This is an optimization exercise on Yosys and OpenROAD, whose aim is small area, a short achievable clock period and few clock cycles per item, not a production implementation. Function was checked by simulation only, so behaviour that the tests miss may differ from the original. Power is estimated from default activity; no workload was simulated.

## run A
## trickle_interval_timer_unit
module trickle_interval_timer_unit #(
    parameter int unsigned TICKS_PER_SECOND = trk_tmr_pkg::TICKS_PER_SECOND_DEF,
    parameter int unsigned MAX_EXP          = trk_tmr_pkg::MAX_EXP_DEF
) (
    input  wire                                  i_clk,
    input  wire                                  i_rst_n,
    input  wire                                  i_in_valid,
    output logic                                 o_in_ready,
    input  wire [18:0]                           i_in,
    output logic                                 o_out_valid,
    input  wire                                  i_out_ready,
    output logic [15:0]                          o_out,
    input  wire                                  i_cfg_valid,
    output logic                                 o_cfg_ready,
    input  wire [trk_tmr_pkg::CFG_IDX_W-1:0]     i_cfg_index,
    input  wire [trk_tmr_pkg::CFG_DAT_W-1:0]     i_cfg_data
);
For scale: about 1100 cells after synthesis, ~53 I/O pins, about 0.010 mm2 of cells after synthesis.
==> flow/config.mk <==
export PLATFORM = sky130hd
export DESIGN_NAME = trickle_interval_timer_unit
export DESIGN_NICKNAME = trickle_interval_timer_unit
export VERILOG_FILES = /design/flow/design.v
export SDC_FILE = /design/flow/constraint.sdc
export NUM_CORES = 4
export LEC_CHECK = 0
export CAP_MARGIN = 20
export CORE_MARGIN = 2
export CORE_UTILIZATION = 40
export CTS_BUF_LIST = sky130_fd_sc_hd__clkbuf_8
export PLACE_DENSITY = 0.6
export SLEW_MARGIN = 20
==> flow/constraint.sdc <==
create_clock -name core_clock -period 22.0 [get_ports {i_clk}]
set_input_delay 4.4000 -clock core_clock [delete_from_list [all_inputs] [get_ports {i_clk}]]
set_output_delay 4.4000 -clock core_clock [all_outputs]
set_load 0.01 [all_outputs]
standard.sh (not shown) runs the stock make flow with config.mk's settings and CLKGATE_MAP_FILE= SYNTH_SCRIPT=/design/flow/synth_recipe.tcl, a recipe that flattens the netlist after the stock synthesis.
==> flow/flow/run.sh <==
#!/bin/bash
# The standard layout (standard.sh: its synthesis, floorplan, placement,
# CTS and routing, with the design's SDC), with two knobs changed:
#  * timing repair keeps a setup margin, so the achieved period is pushed
#    below the design's clock period;
#  * the port buffers are plain buffers instead of the resizer's pick.
# All of make's output goes to make_finish.log in the work folder.
set -euo pipefail
MARGIN=$(awk -v p="$FLOW_PERIOD_NS" 'BEGIN { printf "%.2f", p - 5.6 }')
bash standard.sh "SETUP_SLACK_MARGIN=$MARGIN" \
    "BUFFER_PORTS_ARGS=-buffer_cell sky130_fd_sc_hd__buf_1" finish > make_finish.log 2>&1
Testbench counts of run A, summed over its fixed seeds: cycles 32,136, ops 32,000.
Setup changes, run A to run B
--- a/flow/design.v
+++ b/flow/design.v
@@ -356,61 +356,64 @@
             r_running      <= n_running;
             r_addr_ok      <= n_addr_ok;
             r_busy         <= do_begin && begin_slow;
         end
     end
     always_ff @(posedge i_clk) begin
         if (r_busy) begin
-            r_step <= trk_tmr_pkg::inc5(r_step);
             if (!r_step[4]) begin
                 r_ticks <= {1'b0, add_s[TICK_W-1:1]};
                 r_b     <= {6'd0, add_s[0], r_b[15:1]};
             end else if (r_step == 5'd16) begin
                 r_b     <= add_s;
             end else if (r_step == 5'd19) begin
                 r_b     <= ~add_s;
             end else begin
                 r_ticks <= add_s;
             end
         end else if (proc) begin
             r_event <= n_event;
-            r_step  <= '0;
             if (do_begin) begin
                 if (begin_slow) begin
                     r_ticks <= '0;
                     r_b     <= {6'd0, rnd};
                 end else begin
                     r_ticks <= {15'd0, fire_s};
                     r_b     <= {15'd0, tail_s};
                 end
             end else begin
                 r_ticks <= n_ticks;
             end
         end
     end
     always_ff @(posedge i_clk) begin
+        r_step <= r_busy ? trk_tmr_pkg::inc5(r_step) : 5'd0;
+    end
+    logic s_valid_n, busy_n;
+    assign s_valid_n = !m_load && (r_s_valid || in_xfer);
+    assign busy_n    = r_busy ? (r_step != 5'd19) : (proc && do_begin && begin_slow);
+    always_ff @(posedge i_clk) begin
         if (!i_rst_n) begin
             r_out_valid <= 1'b0;
             r_m_valid   <= 1'b0;
             r_s_valid   <= 1'b0;
             r_in_ready  <= 1'b1;
         end else begin
             if (proc) begin
                 r_out_valid <= 1'b1;
             end else if (i_out_ready) begin
                 r_out_valid <= 1'b0;
             end
             if (m_load) begin
-                r_m_valid  <= r_s_valid || in_xfer;
-                r_s_valid  <= 1'b0;
-                r_in_ready <= 1'b1;
+                r_m_valid <= r_s_valid || in_xfer;
+                r_s_valid <= 1'b0;
             end else if (in_xfer) begin
-                r_s_valid  <= 1'b1;
-                r_in_ready <= 1'b0;
+                r_s_valid <= 1'b1;
             end
+            r_in_ready <= !s_valid_n && !busy_n;
         end
     end
     always_ff @(posedge i_clk) begin
         if (m_load) begin
             r_m <= r_s_valid ? r_s : i_in;
         end
         if (in_xfer) begin
--- outcome ---
Run B: flow completed, timing, DRC and antenna clean. In run B, average size of a mapped cell is higher than in run A. Buffers inserted during post-CTS setup optimization ended up 2 lower on run B than on run A. Compared to run A, run B has global-route wire length before repair about 7% lower. Between run A and run B, count of clock-net buffers in the final layout is higher for run B, run A comes in under that. Core utilization (lower): run B. [run B vs run A] power share of the combinational group: lower in run B. | worst setup slack | run B vs run A | better |. Run B has share of the synthesized area in compound gates (AO/OA/AOI/OAI) below what run A had. [compare] base=run A new=run B: area after synthesis dropped 0.59%; power in combinational cells dropped about 12%; worst supply voltage drop on vdd climbed 12%; cell area dropped 1.6%.
Testbench counts of run B, summed over its fixed seeds: cycles 32,136, ops 32,000.

==> what the ideal ports hide <==
How much do the figures lean on ideal ports? The routed layouts below were timed once more, with nothing changed but the port constraints. Step 1 assumes that a clkbuf_16 drives the clock port and a buf_2 every other input. Step 2 adds t to the input delays and takes it off the output delays; t is the mean of the earliest and latest rising clock arrival at the registers after step 1. Input paths then give back, and output paths get back, about the clock's delay inside the block. Slacks: ideal ports / drivers / drivers and shift; pairs: ideal ports / drivers.
run | shift t [ns] | slack for setup (ns) | worst setup path at the end | clock arrival spread, ns | pins driven straight from the clock port
run A | 0.504 | 16.365 / 16.323 / 15.964 | input to register | 0.031 / 0.031 | 1
run B | 0.483 | 16.432 / 16.388 / 16.012 | input to register | 0.019 / 0.018 | 1
After both steps every run listed still meets setup and hold. For run B, which loses most, drivers alone change the setup slack by -0.044 ns; drivers and shift together by -0.420 ns.
